Source: an optimization exercise on an open RTL-to-GDS flow (aim: small area). Production flows keep margins and buffers that such runs may drop. Function was checked by simulation only, so behaviour that the tests miss may differ from the original. Power and IR drop assume default switching activity.

==> flow/design.v (excerpt) <==
module diagonal_buffer #(
	parameter int PIXEL_WIDTH = pixel_pkg::PIXEL_WIDTH,
	parameter int NARROW_WIDTH = pixel_pkg::NARROW_WIDTH,
	parameter int WIDE_WIDTH = pixel_pkg::WIDE_WIDTH,
	parameter int NARROW_LANES = diag_buffer_pkg::NARROW_LANES,
	parameter int WIDE_LANES = diag_buffer_pkg::WIDE_LANES,
	parameter int DEPTH = diag_buffer_pkg::DELAY_DEPTH
) (
	input logic clock,
	input logic rst,
	input logic enable,
	input logic signed [NARROW_LANES-1:0][NARROW_WIDTH-1:0] narrow_samples,
	input logic signed [WIDE_LANES-1:0][WIDE_WIDTH-1:0] wide_samples,
	output logic [NARROW_LANES+WIDE_LANES-1:0][PIXEL_WIDTH-1:0] pixels
);
clock: 4.0 ns
lec_check: 0
cap_margin: 20
core_margin: 2
core_utilization: 50
gpl_timing_driven: 0
place_density: 0.75
slew_margin: 20
synth_hierarchical: 1
standard.sh (not shown) runs the stock make flow with config.mk's settings and CLKGATE_MAP_FILE= SYNTH_SCRIPT=/design/flow/synth_recipe.tcl, a recipe that flattens the netlist after the stock synthesis.
==> flow/flow/run.sh <==
#!/bin/bash
# Standard layout, with the port buffers made from the smallest buffer cell
# and larger clock sink clusters.
set -euo pipefail
bash standard.sh \
  BUFFER_PORTS_ARGS="-buffer_cell sky130_fd_sc_hd__buf_1" \
  CTS_ARGS="-sink_clustering_enable -repair_clock_nets -sink_clustering_size 36 -sink_clustering_max_diameter 72 -dont_use_dummy_load" \
  finish > standard_flow.log 2>&1
The baseline completed with no timing, DRC or antenna violations.
==> next run, changes <==
==> flow/flow/run.sh (replaced) <==
#!/bin/bash
# Standard layout, with the port buffers made from the smallest buffer cell
# and larger clock sink clusters.
set -euo pipefail
bash standard.sh \
  BUFFER_PORTS_ARGS="-buffer_cell sky130_fd_sc_hd__buf_1" \
  CTS_ARGS="-sink_clustering_enable -repair_clock_nets -sink_clustering_size 36 -sink_clustering_max_diameter 64 -dont_use_dummy_load" \
  finish > standard_flow.log 2>&1
--- a/flow/config.mk
+++ b/flow/config.mk
@@ -9,5 +9,3 @@
 export CORE_MARGIN = 2
-export CORE_UTILIZATION = 50
-export GPL_TIMING_DRIVEN = 0
-export PLACE_DENSITY = 0.75
+export CORE_UTILIZATION = 40
 export SLEW_MARGIN = 20
Clock skew goes up by 13 ps; non-clock buffer count is lower by 381; register-to-register slack improved by 120 ps; die area came out higher by 25%; final area goes down by 1.2%; power rises by 2.2%; worst setup slack gets better by 250 ps; final cell count grows by 0.71%; routed wire length is lower by 16%.
==> next run, changes <==
==> flow/flow/run.sh (replaced) <==
#!/bin/bash
# Standard layout, with the port buffers made from the smallest buffer cell
# and larger clock sink clusters.
set -euo pipefail
bash standard.sh \
  BUFFER_PORTS_ARGS="-buffer_cell sky130_fd_sc_hd__buf_1" \
  CTS_ARGS="-sink_clustering_enable -repair_clock_nets -sink_clustering_size 36 -sink_clustering_max_diameter 72 -dont_use_dummy_load" \
  finish > standard_flow.log 2>&1
--- a/flow/config.mk
+++ b/flow/config.mk
@@ -9,3 +9,4 @@
 export CORE_MARGIN = 2
-export CORE_UTILIZATION = 40
+export CORE_UTILIZATION = 50
+export PLACE_DENSITY = 0.75
 export SLEW_MARGIN = 20
After rerunning: Non-clock buffer count fell by 22; global-route usage is higher by 3.1 points; setup slack is worse by 150 ps; sequential share of layout area grows by 1.3 points; hold slack gets better by 7.6 ps.
==> next run, changes <==
==> flow/flow/run.sh (replaced) <==
#!/bin/bash
# Standard layout, with the port buffers made from the smallest buffer cell
# and larger clock sink clusters.
set -euo pipefail
bash standard.sh \
  BUFFER_PORTS_ARGS="-buffer_cell sky130_fd_sc_hd__buf_1" \
  CTS_ARGS="-sink_clustering_enable -repair_clock_nets -sink_clustering_size 30 -sink_clustering_max_diameter 60 -dont_use_dummy_load" \
  finish > standard_flow.log 2>&1
--- a/flow/config.mk
+++ b/flow/config.mk
@@ -7,7 +7,6 @@
 export LEC_CHECK = 0
-export CAP_MARGIN = 20
+export CAP_MARGIN = 0
 export CORE_MARGIN = 2
-export CORE_UTILIZATION = 50
-export PLACE_DENSITY = 0.75
-export SLEW_MARGIN = 20
+export CORE_UTILIZATION = 40
+export SLEW_MARGIN = 0
 export SYNTH_HIERARCHICAL = 1
Result:
- The new run finished with timing, DRC and antenna clean
- critical path depth does not change
- cell count is higher by 6.7%
- clock-buffer cell count is higher by 32
- register-to-register slack loses 280 ps
- routed wire length is higher by 3.6%
==> next run, changes <==
--- a/flow/config.mk
+++ b/flow/config.mk
@@ -7,6 +7,6 @@
 export LEC_CHECK = 0
-export CAP_MARGIN = 0
+export CAP_MARGIN = 20
 export CORE_MARGIN = 2
 export CORE_UTILIZATION = 40
-export SLEW_MARGIN = 0
+export SLEW_MARGIN = 20
 export SYNTH_HIERARCHICAL = 1
Effect: Die area does not change. Design area does not change. Count of clock-buffer cells in the layout stays the same. Wire length does not change.
==> next run, changes <==
==> flow/flow/run.sh (replaced) <==
#!/bin/bash
# Standard layout, with the port buffers made from the smallest buffer cell
# and larger clock sink clusters.
set -euo pipefail
bash standard.sh \
  BUFFER_PORTS_ARGS="-buffer_cell sky130_fd_sc_hd__buf_1" \
  CTS_ARGS="-sink_clustering_enable -repair_clock_nets -sink_clustering_size 50 -sink_clustering_max_diameter 60 -dont_use_dummy_load" \
  finish > standard_flow.log 2>&1
--- a/flow/config.mk
+++ b/flow/config.mk
@@ -9,3 +9,3 @@
 export CORE_MARGIN = 2
-export CORE_UTILIZATION = 40
+export CORE_UTILIZATION = 55
 export SLEW_MARGIN = 20
Synthesized cell count is unchanged.
Total power rose by a few percent.
Wire length decreases by a few percent.
Design area barely changes.

-- what the ideal ports hide --
The results above use ideal ports. As a check the final layouts listed here were re-extracted and re-timed, cells and wires unchanged. Step 1 assumes that a clkbuf_16 drives the clock port and a buf_2 every other input. Step 2 also shifts input and output timing later by t, the mid clock arrival at the registers, as if the neighbouring blocks saw the same clock. Three values: no drivers, after step 1, after step 2; two values: the first two.
run | t, ns | setup WS [ns] | pins driven straight from the clock port
the first run | 0.752 | 0.346 / 0.275 / 1.023 | 1
the second run | 0.780 | 0.598 / 0.528 / 1.036 | 1
the third run | 0.748 | 0.446 / 0.376 / 1.124 | 1
the fourth run | 0.781 | 0.580 / 0.510 / 1.083 | 1
the fifth run | 0.781 | 0.580 / 0.510 / 1.083 | 1
the sixth run | 0.788 | 0.573 / 0.495 / 1.284 | 1
After both steps every run listed still meets setup and hold.
